Context: an optimization exercise on an open-source flow, tuned for small area. The choices shown serve that exercise and are no tape-out recipe.
Function was checked by simulation only, so behaviour that the tests miss may differ from the original.
Power figures rest on the tool's default switching activity, not on a simulated workload.

branch sierra:
==> flow/design.v <==
`default_nettype none
module srl_var_delay #(
   parameter int SRL_WIDTH     = 18,
   parameter int SRL_MAX_DEPTH = 32
) (
   input  wire logic                 clk,
   input  wire logic                 rst_n,
   input  wire logic                 en,
   input  wire logic                 flush,
   input  wire logic [$clog2(SRL_MAX_DEPTH+1)-1:0] delay,
   input  wire logic [SRL_WIDTH-1:0] din,
   input  wire logic                 din_valid,
   output      logic [SRL_WIDTH-1:0] dout,
   output      logic                 dout_valid,
   output      logic                 primed
);
   localparam int DW = $clog2(SRL_MAX_DEPTH + 1);
   localparam int IW = (SRL_MAX_DEPTH > 1) ? $clog2(SRL_MAX_DEPTH) : 1;
   logic [SRL_MAX_DEPTH-1:0][SRL_WIDTH-1:0] stage_q;
   logic [SRL_MAX_DEPTH-1:0] vld_q;
   logic [DW-1:0]            fill_cnt_q;
   logic [DW-1:0]            wr_cnt_q;
   logic                     shift;
   assign shift = en && !flush;
   always_ff @(posedge clk) begin
      if (shift) begin
         stage_q <= {stage_q[SRL_MAX_DEPTH-2:0], din};
         vld_q   <= {vld_q[SRL_MAX_DEPTH-2:0], din_valid};
      end
   end
   always_ff @(posedge clk or negedge rst_n) begin
      if (!rst_n) begin
         fill_cnt_q <= '0;
         wr_cnt_q   <= '0;
      end else begin
         if (flush) begin
            fill_cnt_q <= '0;
         end else if (en && !fill_cnt_q[DW-1]) begin
            fill_cnt_q <= fill_cnt_q + DW'(1);
         end
         if (shift && !wr_cnt_q[DW-1]) begin
            wr_cnt_q <= wr_cnt_q + DW'(1);
         end
      end
   end
   logic [IW-1:0] dlo;
   assign dlo = delay[IW-1:0];
   logic written;
   assign primed  = fill_cnt_q[DW-1] |
                    (!delay[DW-1] && fill_cnt_q[IW-1:0] >= dlo && fill_cnt_q[IW-1:0] != '0);
   assign written = wr_cnt_q[DW-1] |
                    (!delay[DW-1] && wr_cnt_q[IW-1:0] >= dlo && wr_cnt_q[IW-1:0] != '0);
   logic [SRL_MAX_DEPTH-1:0] sel;
   always_comb begin
      for (int i = 0; i < SRL_MAX_DEPTH - 1; i++) begin
         sel[i] = !delay[DW-1] && (dlo == IW'(i + 1));
      end
      sel[0] = sel[0] | (!delay[DW-1] && dlo == '0);
      sel[SRL_MAX_DEPTH-1] = delay[DW-1];
   end
   for (genvar b = 0; b < SRL_WIDTH; b++) begin : g_rd
      logic [SRL_MAX_DEPTH-1:0] col;
      for (genvar i = 0; i < SRL_MAX_DEPTH; i++) begin : g_col
         assign col[i] = stage_q[i][b];
      end
      srl_rd_bit u_rd (.d(col), .sel(sel), .mask(written), .y(dout[b]));
   end
   srl_rd_bit u_rd_vld (.d(vld_q), .sel(sel), .mask(primed), .y(dout_valid));
endmodule
module srl_rd_bit (
   input  wire logic [31:0] d,
   input  wire logic [31:0] sel,
   input  wire logic        mask,
   output      logic        y
);
   logic [10:0] t_n;
   for (genvar g = 0; g < 10; g++) begin : g_aoi
      srl_aoi222 u_aoi (
         .a0(d[3*g]),   .b0(sel[3*g]),
         .a1(d[3*g+1]), .b1(sel[3*g+1]),
         .a2(d[3*g+2]), .b2(sel[3*g+2]),
         .y(t_n[g])
      );
   end
   assign t_n[10] = ~((d[30] & sel[30]) | (d[31] & sel[31]));
   assign y = mask & ~(&t_n);
endmodule
module srl_aoi222 (
   input  wire logic a0, b0, a1, b1, a2, b2,
   output      logic y
);
   assign y = ~((a0 & b0) | (a1 & b1) | (a2 & b2));
endmodule
`default_nettype wire
clock: 10.0 ns
lec_check: 0
cap_margin: 0
core_margin: 2
core_utilization: 70
place_density: 0.85
slew_margin: 0
synth_hierarchical: 1
synth_minimum_keep_size: 0
standard.sh (not shown) runs the stock make flow with config.mk's settings and CLKGATE_MAP_FILE= SYNTH_SCRIPT=/design/flow/synth_recipe.tcl, a recipe that flattens the netlist after the stock synthesis.
==> flow/flow/run.sh <==
#!/bin/bash
# Standard ORFS layout (the standard.sh, standard synthesis unchanged) with two
# changes: port buffers use the smallest buffer, and CTS uses clkbuf_8 leaf
# buffers in clusters of about 20 sinks without dummy loads.
set -euo pipefail
bash standard.sh \
  "BUFFER_PORTS_ARGS=-buffer_cell sky130_fd_sc_hd__buf_1" \
  "CTS_ARGS=-sink_clustering_enable -repair_clock_nets -buf_list sky130_fd_sc_hd__clkbuf_8 -sink_clustering_size 20 -sink_clustering_max_diameter 60 -dont_use_dummy_load" \
  finish > standard.log 2>&1
> inputs changed (branch sierra -> branch umber)
--- a/flow/design.v
+++ b/flow/design.v
@@ -48,45 +48,70 @@
    logic written;
    assign primed  = fill_cnt_q[DW-1] |
                     (!delay[DW-1] && fill_cnt_q[IW-1:0] >= dlo && fill_cnt_q[IW-1:0] != '0);
    assign written = wr_cnt_q[DW-1] |
                     (!delay[DW-1] && wr_cnt_q[IW-1:0] >= dlo && wr_cnt_q[IW-1:0] != '0);
    logic [SRL_MAX_DEPTH-1:0] sel;
+   logic [7:0] sel_hi;
+   logic [3:0] sel_lo;
    always_comb begin
-      for (int i = 0; i < SRL_MAX_DEPTH - 1; i++) begin
-         sel[i] = !delay[DW-1] && (dlo == IW'(i + 1));
+      for (int j = 0; j < 8; j++) begin
+         sel_hi[j] = written && !delay[DW-1] && (dlo[4:2] == 3'(j));
       end
-      sel[0] = sel[0] | (!delay[DW-1] && dlo == '0);
-      sel[SRL_MAX_DEPTH-1] = delay[DW-1];
+      for (int k = 0; k < 4; k++) begin
+         sel_lo[k] = (dlo[1:0] == 2'(k));
+      end
    end
+   for (genvar i = 1; i < SRL_MAX_DEPTH - 1; i++) begin : g_sel
+      srl_and2 u_sel (.a(sel_hi[(i + 1) / 4]), .b(sel_lo[(i + 1) % 4]), .y(sel[i]));
+   end
+   srl_and2 u_sel0 (.a(sel_hi[0]), .b(!dlo[1]), .y(sel[0]));
+   srl_and2 u_sel31 (.a(written), .b(delay[DW-1]), .y(sel[SRL_MAX_DEPTH-1]));
    for (genvar b = 0; b < SRL_WIDTH; b++) begin : g_rd
       logic [SRL_MAX_DEPTH-1:0] col;
       for (genvar i = 0; i < SRL_MAX_DEPTH; i++) begin : g_col
          assign col[i] = stage_q[i][b];
       end
-      srl_rd_bit u_rd (.d(col), .sel(sel), .mask(written), .y(dout[b]));
+      srl_rd_bit u_rd (.d(col), .sel(sel), .y(dout[b]));
    end
-   srl_rd_bit u_rd_vld (.d(vld_q), .sel(sel), .mask(primed), .y(dout_valid));
+   logic vld_sel;
+   srl_rd_bit u_rd_vld (.d(vld_q), .sel(sel), .y(vld_sel));
+   assign dout_valid = vld_sel & primed;
 endmodule
 module srl_rd_bit (
    input  wire logic [31:0] d,
    input  wire logic [31:0] sel,
-   input  wire logic        mask,
    output      logic        y
 );
    logic [10:0] t_n;
    for (genvar g = 0; g < 10; g++) begin : g_aoi
       srl_aoi222 u_aoi (
          .a0(d[3*g]),   .b0(sel[3*g]),
          .a1(d[3*g+1]), .b1(sel[3*g+1]),
          .a2(d[3*g+2]), .b2(sel[3*g+2]),
          .y(t_n[g])
       );
    end
    assign t_n[10] = ~((d[30] & sel[30]) | (d[31] & sel[31]));
-   assign y = mask & ~(&t_n);
+   logic [2:0] g;
+   srl_nand4 u_n0 (.a(t_n[3:0]), .y(g[0]));
+   srl_nand4 u_n1 (.a(t_n[7:4]), .y(g[1]));
+   assign g[2] = ~(&t_n[10:8]);
+   assign y = |g;
+endmodule
+module srl_and2 (
+   input  wire logic a, b,
+   output      logic y
+);
+   assign y = a & b;
+endmodule
+module srl_nand4 (
+   input  wire logic [3:0] a,
+   output      logic       y
+);
+   assign y = ~(&a);
 endmodule
 module srl_aoi222 (
    input  wire logic a0, b0, a1, b1, a2, b2,
    output      logic y
 );
    assign y = ~((a0 & b0) | (a1 & b1) | (a2 & b2));
### Flow results
branch umber went all the way through synthesis, placement and routing and the layout is clean on timing, DRC and antenna.
On inverter count of the layout excluding clock inverters: branch umber sits below branch sierra.
Total power of branch umber is higher than that of branch sierra.
Compared with branch sierra, branch umber ends up with a smaller final cell area.
branch sierra vs branch umber, capturing element of the worst setup path: dout[17] vs dout_valid
branch umber vs branch sierra, synthesized cell count went up by about 2%.
branch umber: die area is 0.39% higher than what branch sierra reported.
When branch umber is set beside branch sierra, its total power divided by cell area turns out to be about 2% larger.
branch sierra vs branch umber, worst setup path startpoint: delay[1] vs delay[3]
The busiest metal layer after global routing comes out met1 in one run and met2 in the other, namely in branch umber and branch sierra respectively.

-- port drivers added, routing unchanged --
Ports are ideal in the flow. The routed layouts listed here were re-timed in OpenROAD. Step 1 sets driving cells, clkbuf_16 on the clock port and buf_2 on the other inputs (assumed; they add their load-dependent delay and slew). Step 2 also shifts input and output timing later by t, the mid clock arrival at the registers, as if the neighbouring blocks saw the same clock. Slacks: ideal ports / drivers / drivers and shift; pairs: ideal ports / drivers.
run	t, ns	setup WS [ns]	worst hold slack (ns)
branch sierra	0.614	2.971 / 2.941 / 2.941	0.427 / 0.427 / 0.427
branch umber	0.599	2.373 / 2.351 / 2.351	0.409 / 0.409 / 0.409
After both steps every run listed still meets setup and hold. For branch sierra, which loses most, drivers alone change the setup slack by -0.030 ns; drivers and shift together by -0.030 ns.
